This is an optimization exercise on Yosys and OpenROAD, whose aim is a short achievable clock period and few clock cycles, not a production implementation.
In this exercise RTL edits were held to simulation tests only and were not proved equivalent to the original.
Power is estimated from default activity; no workload was simulated.

### config.mk
export PLATFORM = sky130hd
export DESIGN_NAME = dcache_ctrl
export DESIGN_NICKNAME = dcache_ctrl
export VERILOG_FILES = /design/flow/design.v
export SDC_FILE = /design/flow/constraint.sdc
export NUM_CORES = 4
export LEC_CHECK = 0
export ABC_CLOCK_PERIOD_IN_PS = 2500
export CAP_MARGIN = 20
export CORE_MARGIN = 2
export CORE_UTILIZATION = 50
export CTS_CLUSTER_DIAMETER = 60
export CTS_CLUSTER_SIZE = 25
export SETUP_SLACK_MARGIN = 3.5
export SLEW_MARGIN = 20
### constraint.sdc
create_clock -name core_clock -period 6.0 [get_ports {clock}]
set_input_delay 1.2000 -clock core_clock [delete_from_list [all_inputs] [get_ports {clock}]]
set_output_delay 1.2000 -clock core_clock [all_outputs]
set_load 0.01 [all_outputs]
### design.v
package dcache_pkg;
    localparam int LINES_DEF = 16;
    localparam int WORDS_DEF = 4;
    localparam int OFFSET_W = $clog2(WORDS_DEF);
    localparam int INDEX_W = $clog2(LINES_DEF);
    localparam int TAG_W = 30 - OFFSET_W - INDEX_W;
endpackage
module dcache_data_array
#(
    parameter int LINES = dcache_pkg::LINES_DEF,
    parameter int WORDS = dcache_pkg::WORDS_DEF,
    localparam int AW = $clog2(LINES * WORDS)
) (
    input  logic          clock,
    input  logic          we,
    input  logic [AW-1:0] waddr,
    input  logic [31:0]   wdata,
    input  logic [AW-1:0] raddr,
    output logic [31:0]   rdata
);
    logic [31:0] mem [LINES*WORDS];
    always_ff @(posedge clock) begin
        if (we) mem[waddr] <= wdata;
    end
    assign rdata = mem[raddr];
endmodule
module dcache_ctrl
#(
    parameter int LINES = dcache_pkg::LINES_DEF,
    parameter int WORDS = dcache_pkg::WORDS_DEF
) (
    input  logic        clock,
    input  logic        reset,
    input  logic        cpu_req,
    input  logic        cpu_we,
    input  logic [31:0] cpu_addr,
    input  logic [31:0] cpu_wdata,
    output logic [31:0] cpu_rdata,
    output logic        cpu_ready,
    output logic        cpu_busy,
    input  logic        flush,
    output logic        mem_req,
    output logic        mem_we,
    output logic [31:0] mem_addr,
    output logic [31:0] mem_wdata,
    input  logic [31:0] mem_rdata,
    input  logic        mem_ack,
    output logic [15:0] hit_count,
    output logic [15:0] miss_count
);
    localparam int OW = $clog2(WORDS);
    localparam int IW = $clog2(LINES);
    localparam int TW = 30 - OW - IW;
    logic idle_q;                  
    logic store_q, refill_q;       
    logic shit_q;                  
    logic byp_q;                   
    logic [OW-1:0] cnt_q;          
    logic [OW-1:0] cnt_d;
    logic [TW-1:0] tags [LINES];
    logic [LINES-1:0] valid;
    logic wr_q;                    
    logic [IW+OW-1:0] waddr_q;
    logic [31:0] wdata_q;
    logic [31:0] arr_rdata;
    logic [LINES-1:0] match, sel;
    logic hit, accept, ack, last;
    logic [15:0] hit_inc, miss_inc;
    logic [TW-1:0] tag;
    logic [IW-1:0] idx;
    logic [OW-1:0] off;
    logic unused_addr_bits;
    assign unused_addr_bits = ^cpu_addr[1:0];
    assign tag = cpu_addr[31 -: TW];
    assign idx = cpu_addr[2+OW +: IW];
    assign off = cpu_addr[2 +: OW];
    always_comb begin
        for (int i = 0; i < LINES; i++) begin
            match[i] = valid[i] && tags[i] == tag;
            sel[i] = idx == IW'(i);
        end
    end
    assign hit = |(match & sel);
    assign accept = idle_q && cpu_req && !flush;
    assign ack = mem_req && mem_ack;
    assign last = cnt_q == OW'(WORDS - 1);
    assign cnt_d = cnt_q + OW'(ack && refill_q);
    assign hit_inc = hit_count + 16'(hit_count != 16'hFFFF);
    assign miss_inc = miss_count + 16'(miss_count != 16'hFFFF);
    dcache_data_array #(.LINES(LINES), .WORDS(WORDS)) u_data (
        .clock(clock),
        .we(wr_q),
        .waddr(waddr_q),
        .wdata(wdata_q),
        .raddr({idx, off}),
        .rdata(arr_rdata)
    );
    always_ff @(posedge clock) begin
        mem_addr <= {cpu_addr[31:2+OW], cpu_we ? off : cnt_d, 2'b00};
        mem_we <= cpu_we;
        mem_wdata <= cpu_wdata;
        cpu_rdata <= byp_q ? mem_rdata : arr_rdata;
        if (accept) shit_q <= hit;
        waddr_q <= {idx, store_q ? off : cnt_q};
        wdata_q <= store_q ? cpu_wdata : mem_rdata;
        if (ack && refill_q && last) tags[idx] <= tag;
    end
    always_ff @(posedge clock) begin
        if (reset) begin
            idle_q <= 1'b1;
            cpu_ready <= 1'b0;
            cpu_busy <= 1'b0;
            mem_req <= 1'b0;
            store_q <= 1'b0;
            refill_q <= 1'b0;
            byp_q <= 1'b0;
            cnt_q <= '0;
            wr_q <= 1'b0;
            valid <= '0;
            hit_count <= '0;
            miss_count <= '0;
        end else begin
            wr_q <= ack && (refill_q || shit_q);
            if (idle_q && flush) valid <= '0;
            if (accept) begin
                idle_q <= 1'b0;
                cpu_busy <= 1'b1;
                if (cpu_we) begin
                    mem_req <= 1'b1;
                    store_q <= 1'b1;
                end else if (hit) begin
                    cpu_ready <= 1'b1;
                    hit_count <= hit_inc;
                end else begin
                    mem_req <= 1'b1;
                    refill_q <= 1'b1;
                    miss_count <= miss_inc;
                end
            end
            if (cpu_ready) begin
                cpu_ready <= 1'b0;
                cpu_busy <= 1'b0;
                idle_q <= 1'b1;
            end
            if (ack && refill_q) begin
                cnt_q <= cnt_d;
                byp_q <= cnt_q == OW'(WORDS - 2) && off == OW'(WORDS - 1);
            end
            if (ack && (store_q || last)) begin
                mem_req <= 1'b0;
                store_q <= 1'b0;
                refill_q <= 1'b0;
                byp_q <= 1'b0;
                cpu_ready <= 1'b1;
                if (refill_q) valid[idx] <= 1'b1;
            end
        end
    end
endmodule
### run.sh
#!/bin/bash
# synth_recipe.tcl (not shown) runs the flow's synth.tcl, then flattens the netlist and writes it again
# the make line also repeats each setting of config.mk as NAME=value (left out here)
make -C /OpenROAD-flow-scripts/flow DESIGN_CONFIG=/design/flow/config.mk WORK_HOME=/design/flow/orfs CLKGATE_MAP_FILE= SYNTH_SCRIPT=/design/flow/synth_recipe.tcl finish
==> results of run 1 <==
[metrics by stage]
stage | setup slack, ns | utilization | total power, mW | instances
finish | 2.89 | 0.601 | 35.7 | 8247
global route | 2.91 | 0.601 | 36.7 | 8246
CTS | 2.91 | 0.594 | 35.9 | 8189
detailed placement | 1.22 | 0.538 | 22.6 | 7567
global placement | 1.27 | 0.537 | 22.6 | 7563
floorplan | 2.35 | - | 21.8 | 4728
[kinds of logic (layout without fill, tap and decap cells)]
family	after synthesis	in the layout
flip-flops	2620	2620
multiplexers	773	773
AND/OR/NAND/NOR	617	638
XOR/XNOR	389	389
buffers and inverters	257	1078
AO/OA/AOI/OAI	60	63
adder cells (fa/ha/maj)	10	10
other	1	4
[sequential cells by signal, summed over array words and instances, names as in the netlist, 2 cells and up]
name        count
cnt_q           2
tags          384
valid          16
u_data.mem   2048
mem_addr       27
waddr_q         5
miss_count     16
mem_wdata      32
hit_count      16
wdata_q        32
cpu_rdata      32
[worst max-delay path, delay by kind of cell]
family | cells | cell delay, ns
muxes | 4 | 1.89
buffers and inverters | 6 | 0.74
[routing by layer]
metal  vias to the layer above  part of all wire
met3                       396             0.071
met1                     28168              0.41
met4                         2             0.028
met2                      2205              0.49
li1                      21046                 -
met5                         -          0.000045
[repair_timing]
item                       in CTS  in global routing
setup endpoints to repair    2291                671
gates resized for setup      1020                141
gates cloned                   81                 12
hold buffers                    0                  0
buffers inserted              214                 43
pin swaps                     128                 36
[final cells by class]
class	count	area [sq um]	area share
flip-flops and latches	2620	77100	0.634
multi-input cells	1875	25500	0.210
repair buffers	743	9220	0.0759
clock buffers	184	4460	0.0367
well taps	2672	3340	0.0275
clock inverters	143	1810	0.0149
inverters	8	51.3	0.000422
diodes	2	5.00	0.0000412
[synthesized netlist by cell type, types with 5 or more instances]
library cell | n | area share
nor2b_1 | 35 | 0.0022
inv_1 | 8 | 0.00030
nand3b_1 | 5 | 0.00037
nor2_1 | 175 | 0.0065
nand3_1 | 37 | 0.0018
mux2_1 | 24 | 0.0027
and3_1 | 8 | 0.00049
edfxtp_1 | 2433 | 0.72
o22ai_1 | 10 | 0.00062
mux2i_1 | 6 | 0.00059
xnor2_1 | 55 | 0.0047
or4_1 | 11 | 0.00081
clkbuf_1 | 106 | 0.0039
buf_1 | 43 | 0.0016
nand4b_1 | 13 | 0.0011
ha_1 | 10 | 0.0012
mux2_2 | 71 | 0.0079
xor2_1 | 334 | 0.029
nand2_1 | 45 | 0.0017
nand2b_1 | 15 | 0.00092
buf_4 | 40 | 0.0030
nor3_1 | 37 | 0.0018
dfxtp_1 | 187 | 0.037
nor4_1 | 138 | 0.0085
a31oi_1 | 11 | 0.00068
mux4_2 | 672 | 0.15
buf_6 | 9 | 0.0010
nand4_1 | 70 | 0.0043
a32oi_1 | 15 | 0.0013
buf_2 | 51 | 0.0025
[power groups by stage]
stage	clock, mW	sequential (mW)	combinational [mW]
after detailed placement	0	20.8	1.78
after global routing	14.0	20.4	2.22
after CTS	13.4	20.4	2.07
after global placement	0	20.8	1.77
after floorplan	0	20.7	1.09
final	13.2	20.4	2.13
[worst min path at each step]
| stage | from | end | slack, ns | cells past startpoint |
|---|---|---|---|---|
| after global routing | valid[15] | valid[15] | 0.49 | 2 |
| after detailed placement | valid[15] | valid[15] | 0.44 | 2 |
| after floorplan | valid[15] | valid[15] | 0.43 | 2 |
| after CTS | valid[15] | valid[15] | 0.46 | 2 |
| final | valid[15] | valid[15] | 0.46 | 2 |
| after global placement | valid[15] | valid[15] | 0.44 | 2 |
==> flow_summary.ini, run 1 <==
[outcome]
status = complete, no violations

[sta]
finalHoldViolCount = 0
max_freq_mhz = 322
fin_setup_tns_ns = 0
hold_ws_ns = 0.457
final-max-slew-violation-count = 0
finalSetupViolCount = 0
final.setup_skew_ns = 0.0318
period_share = 0.518
min_period_ns = 3.11
slew_headroom = 0.158
rsz0062_at_grt = true
tightestPinTransition_ns = 1.26

[pwr]
p_comb_frac = 0.059
seq_power_share = 0.571
power.density_nw_per_um2 = 294
p_int_mw = 27.3
p_clk_frac = 0.370
p_leak_nw = 38.8
swShare = 0.235
peakVddDrop_mv = 0.360
switchingPower_mw = 8.39

[synthesis]
synth_adder_area_share = 0.00123
synth_top_family_by_area = multiplexers
synth_xor_area_frac = 0.0335
synth_flop_cell = edfxtp_1
synth_warnings = 2
synth_compound_area_frac = 0.00442
async_flop_share = 0
syn_inst = 4727
synth_edf_count = 2433
syn-cell-area_sq_um = 102000
synth.avg_cell_area_sq_um = 21.5
yosysSeqAreaShare = 0.756
ys_types = 55
synthSimpleGateAreaFrac = 0.0328
yosys-mux-area-fraction = 0.160
synth_seq_cells = 2620

[global_routing]
grt-ovfl-total = 0
grt_pass1_wl_mm = 399
track_usage = 0.278
grt.met2_usage = 0.451
grt_max_degree = 65
grt_pass1_vias = 50893
grt_util_met3 = 0.0427
grt_busiest_layer = met2
antenna_found_initial = 6
gr-usage-met1 = 0.395

[placed_design]
dp_hpwl_mm = 155
numPortBuffers = 229
finalWeightedCongestion = 0.814
placed_area_sq_um = 109000

[critical_path]
r2r-end = miss_count[14]
max_stage_delay_ns = 0.55
cpMaxStageDelayCell = mux4_2
crit_fanout = 7
worstPathRequired_ns = 6.75
criticalPathCategory = in2reg
reg2regPathDepth = 12
crit_path_end_kind = flip-flop
cp_cell_sequence = buf_16 > buf_12 > buf_12 > buf_16 > buf_12 > buf_16 > mux4_2 > mux4_2 > mux4_2 > mux2_2
ff2ff_setup_slack_ns = 3.13
startpoint = cpu_addr[2]
crit_arrival_ns = 3.86
start_kind = input port
rr_startpoint = miss_count[5]
crit_end = cpu_rdata[14]

[drt]
ant_nets = 0
vias_per_cell = 6.28
drc_errors = 0
drt-initial-drc-count = 6563
dr.pass1.iters = 7
wl_mm = 288
wl_per_cell_microns = 34.9
vias = 51817

[clock_network]
cts_tree = done
clock_sinks = 2620
ctsLongestPathBuffers = 3
numCtsBuffers = 174
clock_latency_ns = 0.86
cts_htree_levels = 4
cts_root_buf = clkbuf_16
clk_transition_reported_paths_ns = 0.09

[job]
cap_viol_max_count = 0

[layout]
area_growth_pct = 19.5
fill_cells = 14226
drive_gt1_frac = 0.373
final_common_cell = edfxtp_1
final_cell_mix = edfxtp_1, mux4_2, xor2_1
finalNetCount = 5534
finalInstanceArea_sq_um = 121000

[die]
io_pins = 234
core_area_sq_um = 202000
start_util = 0.503
die_w_microns = 455
fp.dieH_microns = 455
die_area_sq_um = 207000
num_rows = 165

[min_path]
hp-class = reg2reg
Testbench counts, summed over its fixed seeds: cycles 101,378.
==> run 2, diff against run 1 <==
--- a/design.v
+++ b/design.v
@@ -54,2 +54,3 @@
     logic idle_q;                  
+    logic look_q;                  
     logic store_q, refill_q;       
@@ -57,2 +58,3 @@
     logic byp_q;                   
+    logic [29:0] a_q;              
     logic [OW-1:0] cnt_q;          
@@ -73,5 +75,5 @@
     assign unused_addr_bits = ^cpu_addr[1:0];
-    assign tag = cpu_addr[31 -: TW];
-    assign idx = cpu_addr[2+OW +: IW];
-    assign off = cpu_addr[2 +: OW];
+    assign tag = a_q[29 -: TW];
+    assign idx = a_q[OW +: IW];
+    assign off = a_q[OW-1:0];
     always_comb begin
@@ -98,3 +100,4 @@
     always_ff @(posedge clock) begin
-        mem_addr <= {cpu_addr[31:2+OW], cpu_we ? off : cnt_d, 2'b00};
+        a_q <= cpu_addr[31:2];
+        mem_addr <= {cpu_addr[31:2+OW], cpu_we ? cpu_addr[2 +: OW] : cnt_d, 2'b00};
         mem_we <= cpu_we;
@@ -102,5 +105,5 @@
         cpu_rdata <= byp_q ? mem_rdata : arr_rdata;
-        if (accept) shit_q <= hit;
+        if (look_q) shit_q <= hit;
         waddr_q <= {idx, store_q ? off : cnt_q};
-        wdata_q <= store_q ? cpu_wdata : mem_rdata;
+        wdata_q <= store_q ? mem_wdata : mem_rdata;
         if (ack && refill_q && last) tags[idx] <= tag;
@@ -110,2 +113,3 @@
             idle_q <= 1'b1;
+            look_q <= 1'b0;
             cpu_ready <= 1'b0;
@@ -124,2 +128,3 @@
             if (idle_q && flush) valid <= '0;
+            look_q <= 1'b0;
             if (accept) begin
@@ -127,2 +132,3 @@
                 cpu_busy <= 1'b1;
+                look_q <= 1'b1;
                 if (cpu_we) begin
@@ -130,3 +136,6 @@
                     store_q <= 1'b1;
-                end else if (hit) begin
+                end
+            end
+            if (look_q && !store_q) begin
+                if (hit) begin
                     cpu_ready <= 1'b1;
--- a/config.mk
+++ b/config.mk
@@ -7,9 +7,9 @@
 export LEC_CHECK = 0
-export ABC_CLOCK_PERIOD_IN_PS = 2500
+export ABC_CLOCK_PERIOD_IN_PS = 2000
 export CAP_MARGIN = 20
 export CORE_MARGIN = 2
-export CORE_UTILIZATION = 50
+export CORE_UTILIZATION = 45
 export CTS_CLUSTER_DIAMETER = 60
 export CTS_CLUSTER_SIZE = 25
-export SETUP_SLACK_MARGIN = 3.5
+export SETUP_SLACK_MARGIN = 3.6
 export SLEW_MARGIN = 20
==> flow_summary.ini, run 2 <==
[layout]
fill_cells = 16871
multi_input_area_sq_um = 25300
finalInstanceArea_sq_um = 123000
final_core_util = 0.545
final_cell_mix = edfxtp_1, mux4_2, xor2_1
final_common_cell = edfxtp_1
drive_gt1_frac = 0.386
finalNetCount = 5610
layout.cells.non_filler = 8641
registers.top_by_ff_count = u_data.mem
area.sequential_sq_um = 77300
area_growth_pct = 20.3
largest_registers = u_data.mem (2048), tags (384)
largest_reg_flops = 2048

[sta]
finalHoldViolCount = 0
final-max-slew-violation-count = 0
rsz0062_at_grt = true
setup_slack_ns = 2.87
final.setup_skew_ns = 0.0573
min_period_ns = 3.13
fin_setup_tns_ns = 0
slew_headroom = 0.254
finalSetupViolCount = 0
period_share = 0.522
tightestPinTransition_ns = 1.12
max_freq_mhz = 319

[global_routing]
grt-ovfl-total = 0
grt_pass1_wl_mm = 405
grt_max_degree = 90
grt_pass1_vias = 51885
track_usage = 0.250
antenna_found_initial = 8

[critical_path]
criticalPathCategory = reg2reg
ff2ff_setup_slack_ns = 2.87
crit_fanout = 8
worstPathRequired_ns = 6.75
start_kind = flip-flop
crit_path_end_kind = flip-flop
crit_arrival_ns = 3.88

[synthesis]
synth.avg_cell_area_sq_um = 21.5
syn-cell-area_sq_um = 102000
synth_area_leaders = edfxtp_1, mux4_2, dfxtp_1, xor2_1, nor4_1
yosysMostFrequentCell = edfxtp_1
synth_flop_cell = edfxtp_1
yosysTopAreaCell = edfxtp_1
async_flop_share = 0
yosysSeqAreaShare = 0.755
synth_edf_count = 2433
ys_types = 59
netlist.area_leader.share = 0.717
synth_seq_cells = 2627
synth_warnings = 2
ys_top_cells_by_count = edfxtp_1, mux4_2, xor2_1
syn_inst = 4749

[placed_design]
numPortBuffers = 229
placed_cells = 7856
placed_area_sq_um = 109000
pre_cts_ws_ns = 1.79
dp_hpwl_mm = 149
finalWeightedCongestion = 0.854

[clock_network]
cts_tree = done
cts_htree_levels = 4
cts_root_buf = clkbuf_16
clock_sinks = 2627
clock_latency_ns = 0.87
holdBufCountCts = 0
numCtsBuffers = 167
ctsLongestPathBuffers = 3
clk_transition_reported_paths_ns = 0.09

[pwr]
swShare = 0.235
power.density_nw_per_um2 = 290
p_int_mw = 27.2
p_leak_nw = 39.0
p_comb_frac = 0.061
seq_power_share = 0.577
peakVddDrop_mv = 0.322
p_clk_frac = 0.362
switchingPower_mw = 8.35

[die]
start_util = 0.453
die_w_microns = 480
num_rows = 174
die_area_sq_um = 230000
io_pins = 234
core_area_sq_um = 225000
fp.dieH_microns = 480

[job]
cap_viol_max_count = 0

[drt]
drt-initial-drc-count = 7084
dr.pass1.iters = 6
wl_per_cell_microns = 33.8
wl_mm = 292
drc_errors = 0
vias_per_cell = 6.11
vias = 52828
ant_nets = 0

[outcome]
status = complete, no violations

[min_path]
hp-class = reg2reg
[run 2: critical path: stages, from the launching register on]
cell     delay, ns
dfxtp_4       0.44
buf_12        0.17
buf_16        0.16
buf_12        0.14
buf_16        0.15
mux4_2        0.51
mux4_2        0.51
mux4_2        0.60
mux2_4        0.30
[run 2: logic make-up (layout without fill, tap and decap cells)]
family          after synthesis  after routing  share of synthesized area
mux                         748            748                      0.157
compound gates               89             89                    0.00650
flops                      2627           2627                      0.755
other cells                   1              7                  0.0000368
simple gates                594            605                     0.0315
xor+xnor                    399            399                     0.0343
fa+ha+maj                    10             10                    0.00123
buf+inv                     281           1164                     0.0151
[run 2: layout make-up]
cell class | instances | share of cell area
clock buffer | 181 | 0.0350
timing repair inverter | 2 | 0.000143
antenna | 5 | 0.000102
clock inverter | 134 | 0.0137
inverter | 15 | 0.000633
tap | 2992 | 0.0305
multi-input combinational | 1853 | 0.207
sequential | 2627 | 0.631
timing repair buffer | 832 | 0.0827
[run 2: what timing repair did]
item | in CTS | in global routing
resized for setup | 1014 | 162
pin swaps | 110 | 50
cloned | 47 | 13
buffers inserted | 352 | 53
endpoints found under the setup margin | 2392 | 911
[run 2: worst paths after layout]
| check | from | to | cells after the start |
|---|---|---|---|
| min reg2reg | valid[15] | valid[15] | 2 |
| max reg2reg | a_q[0] | cpu_rdata[7] | 8 |
| min | valid[15] | valid[15] | 2 |
| max | a_q[0] | cpu_rdata[7] | 8 |
[run 2: power groups by stage]
stage	combinational, mW	sequential (mW)	clock, mW
after CTS	2.07	20.5	13.1
final	2.16	20.5	12.9
after global routing	2.24	20.6	13.7
after global placement	1.56	21.0	0
after detailed placement	1.56	21.1	0
after floorplan	1.11	20.8	0
[run 2: through the flow]
stage               total power [mW]  hold WS (ns)
floorplan                       21.9         0.350
CTS                             35.7         0.464
global route                    36.5         0.483
global placement                22.6         0.447
finish                          35.6         0.462
detailed placement              22.6         0.455
[run 2: routing by layer]
metal  global-route usage  up-vias  share of wire
met4               0.0679        2          0.028
li1                     -    21184              -
met2                0.395     2473           0.48
met3               0.0396      410          0.081
met1                0.364    28759           0.41
met5                    0        -       0.000031
Testbench counts of run 2, summed over its fixed seeds: cycles 109,886.

## separate check: timing with driven ports
Ports are ideal in the flow. The routed layouts listed here were re-timed in OpenROAD.
Step 1 sets driving cells, clkbuf_16 on the clock port and buf_2 on the other inputs (assumed; they add their load-dependent delay and slew).
Step 2, shift: input delay + t, output delay - t, t = (earliest + latest rising clock arrival at the registers) / 2. This alone moves slack from input paths to output paths.
Slacks: no drivers / after step 1 / after step 2; pairs: no drivers / after step 1.
| run | t (ns) | setup WS [ns] | worst register clock-pin slew, ns | worst slew at a driven data input, ns | pins driven straight from the clock port |
|---|---|---|---|---|---|
| run 1 | 0.939 | 2.891 / 2.625 / 1.686 | 0.10 / 0.10 | 0.40 | 1 |
| run 2 | 0.926 | 2.866 / 2.866 / 2.771 | 0.10 / 0.10 | 0.09 | 1 |
After both steps setup and hold are still met in every run listed. The setup slack of run 1, which loses most, moves by -0.266 ns with the drivers and by -1.205 ns with both steps.
